Context: an optimization exercise on an open-source flow, tuned for small area, a short achievable clock period and few clock cycles. The choices shown serve that exercise and are no tape-out recipe. Function was checked by simulation only, so behaviour that the tests miss may differ from the original. No activity file was given, so power comes from the tool's default toggle rates.

== job 3330 ==
## block_matmul
module block_matmul (
    input  logic                    clk_i,
    input  logic                    rstn_i,
    input  logic                    a_wr_en_i,
    input  logic [15:0]             a_wr_data_i,
    input  logic                    b_wr_en_i,
    input  logic [15:0]             b_wr_data_i,
    input  logic                    clear_i,
    output logic                    a_full_o,
    output logic                    b_full_o,
    input  logic                    start_i,
    output logic                    busy_o,
    output logic                    done_o,
    input  logic [3:0]              c_rd_addr_i,
    output logic [39:0]             c_rd_data_o
);
    logic           start_ok;
    logic [255:0]   a_snap;
    logic [255:0]   b_snap;
    logic [15:0]    a_op [4];
    logic [15:0]    b_op [4];
    logic [33:0]    c_val;
    matrix_store a_store (
        .clk_i     (clk_i),
        .rstn_i    (rstn_i),
        .clear_i   (clear_i),
        .wr_en_i   (a_wr_en_i),
        .wr_data_i (a_wr_data_i),
        .snap_i    (start_ok),
        .snap_o    (a_snap),
        .full_o    (a_full_o)
    );
    matrix_store b_store (
        .clk_i     (clk_i),
        .rstn_i    (rstn_i),
        .clear_i   (clear_i),
        .wr_en_i   (b_wr_en_i),
        .wr_data_i (b_wr_data_i),
        .snap_i    (start_ok),
        .snap_o    (b_snap),
        .full_o    (b_full_o)
    );
    block_sequencer block_sequencer_inst (
        .clk_i      (clk_i),
        .rstn_i     (rstn_i),
        .start_i    (start_i),
        .a_full_i   (a_full_o),
        .b_full_i   (b_full_o),
        .start_ok_o (start_ok),
        .busy_o     (busy_o),
        .done_o     (done_o)
    );
    always_comb begin
        for (int m = 0; m < 4; m++) begin
            a_op[m] = a_snap[(c_rd_addr_i[3:2]*4 + m)*16 +: 16];
            b_op[m] = b_snap[(m*4 + c_rd_addr_i[1:0])*16 +: 16];
        end
    end
    tile_accumulator dot (
        .clk_i (clk_i),
        .a0_i  (a_op[0]),
        .b0_i  (b_op[0]),
  ...
export LEC_CHECK = 0
export CAP_MARGIN = 20
export CORE_MARGIN = 2
export CORE_UTILIZATION = 40
export SLEW_MARGIN = 20
create_clock -name core_clock -period 12.0 [get_ports {clk_i}]
standard.sh (not shown) runs the stock make flow with config.mk's settings and CLKGATE_MAP_FILE= SYNTH_SCRIPT=/design/flow/synth_recipe.tcl, a recipe that flattens the netlist after the stock synthesis.
==> flow/flow/run.sh <==
#!/bin/bash
cp standard.sh standard_sh_copy.log
export SYNTH_ARGS="-noabc"
bash standard.sh SETUP_SLACK_MARGIN=6.5 finish > standard.log 2>&1
Testbench counts of job 3330, summed over its fixed seeds: cycles 2,440.
--- input diff job 3330..job 8137 ---
Settings: CORE_UTILIZATION: 40 -> 55; SETUP_SLACK_MARGIN: unset -> 5; CTS_BUF_LIST: unset -> sky130_fd_sc_hd__clkbuf_4 sky130_fd_sc_hd__clkbuf_8; CTS_CLUSTER_SIZE: unset -> 20.
==> flow/run.sh (new file) <==
#!/bin/bash
# synth_recipe.tcl (not shown) runs the flow's synth.tcl, then flattens the netlist and writes it again
# the make line also repeats each setting of config.mk as NAME=value (left out here)
make -C /OpenROAD-flow-scripts/flow DESIGN_CONFIG=/design/flow/config.mk WORK_HOME=/design/flow/orfs CLKGATE_MAP_FILE= SYNTH_SCRIPT=/design/flow/synth_recipe.tcl finish
removed: flow/flow/run.sh
removed: flow/standard.sh
Notes after the runs:
- What job 8137 reported for maximum clock frequency has to be multiplied by 1.06 to get the figure for job 3330.
- The lower maximum number of pins on one net before global-route repair of job 3330 and job 8137 is in job 3330.
- ~same clock group share of total power in job 3330 and job 8137
- In the metrics for job 3330 and job 8137, the one carrying the lower fraction of met3 tracks used by global routing is job 3330.
- Job 8137 — mean post-synth cell area about 12% lower, job 3330 as reference
- Cmp job 8137 vs job 3330: routing usage on met2 higher in job 8137
- Total power of job 8137 is lower than that of job 3330.
- Job 8137 ended with more highest net fanout along the worst path than job 3330.
diff inputs: job 8137 => job 4759
Settings: CTS_CLUSTER_SIZE no longer set, was 20; CTS_BUF_LIST no longer set, was sky130_fd_sc_hd__clkbuf_4 sky130_fd_sc_hd__clkbuf_8; CORE_UTILIZATION now 40, was 55; SETUP_SLACK_MARGIN no longer set, was 5.
Results
Setup fix buffers added after clock tree synthesis, job 8137 and job 4759, lower one = job 4759. Job 4759 does worse than job 8137 on relative max-transition margin. On share of final-layout standard cells stronger than drive strength 1: between job 8137 and job 4759, it ends up lower for job 4759. Job 4759 has completed all stages; timing, DRC and antenna checks passed. Cell area: job 4759 better than job 8137. Growth of design area from synthesis to finish was lower in job 4759 than in job 8137. Of job 8137 and job 4759, job 8137 shows the higher maximum frequency, with job 4759 below it. Min data required time of the worst path across job 8137 and job 4759: job 8137. Cell-internal power | job 4759 below job 8137. Job 8137 → job 4759: final hold slack shows a reduction of 14 ps, sequential share of layout area shows an increase of 0.75 points.
--- input diff job 4759..job 1340 ---
Settings: SETUP_SLACK_MARGIN newly set to 5.
Findings:
Cell at the slowest stage of the critical path: sky130_fd_sc_hd__fa_1 -> job 1340, sky130_fd_sc_hd__o21ai_2 -> job 4759. Going from job 4759 to job 1340, hold slack up 19 ps; sequential cell area in the final layout barely changed; post-route total power rose by about 5%; flop-to-flop setup slack now sits higher. Layout clock buffer count of job 1340 exceeds that of job 4759 by a few percent. Of job 1340 and job 4759, the lower final critical-path required period belongs to job 1340.

-- re-timing with driven ports --
The results above use ideal ports. As a check the final layouts listed here were re-extracted and re-timed, cells and wires unchanged. Step 1 assumes that a clkbuf_16 drives the clock port and a buf_2 every other input. Step 2 adds t to the input delays and takes it off the output delays; t is the mean of the earliest and latest rising clock arrival at the registers after step 1. Input paths then give back, and output paths get back, about the clock's delay inside the block. Three values: no drivers, after step 1, after step 2; two values: the first two.
run | shift t [ns] | slack for setup (ns) | latest minus earliest clock arrival (ns)
job 3330 | 0.821 | 5.318 / 5.116 / 4.296 | 0.063 / 0.063
job 8137 | 0.963 | 4.919 / 4.847 / 3.926 | 0.058 / 0.059
job 4759 | 0.823 | 3.680 / 3.729 / 2.906 | 0.056 / 0.056
job 1340 | 0.821 | 4.934 / 4.852 / 4.061 | 0.059 / 0.059
After both steps every run listed still meets setup and hold. The setup slack of job 3330, which loses most, moves by -0.202 ns with the drivers and by -1.022 ns with both steps.
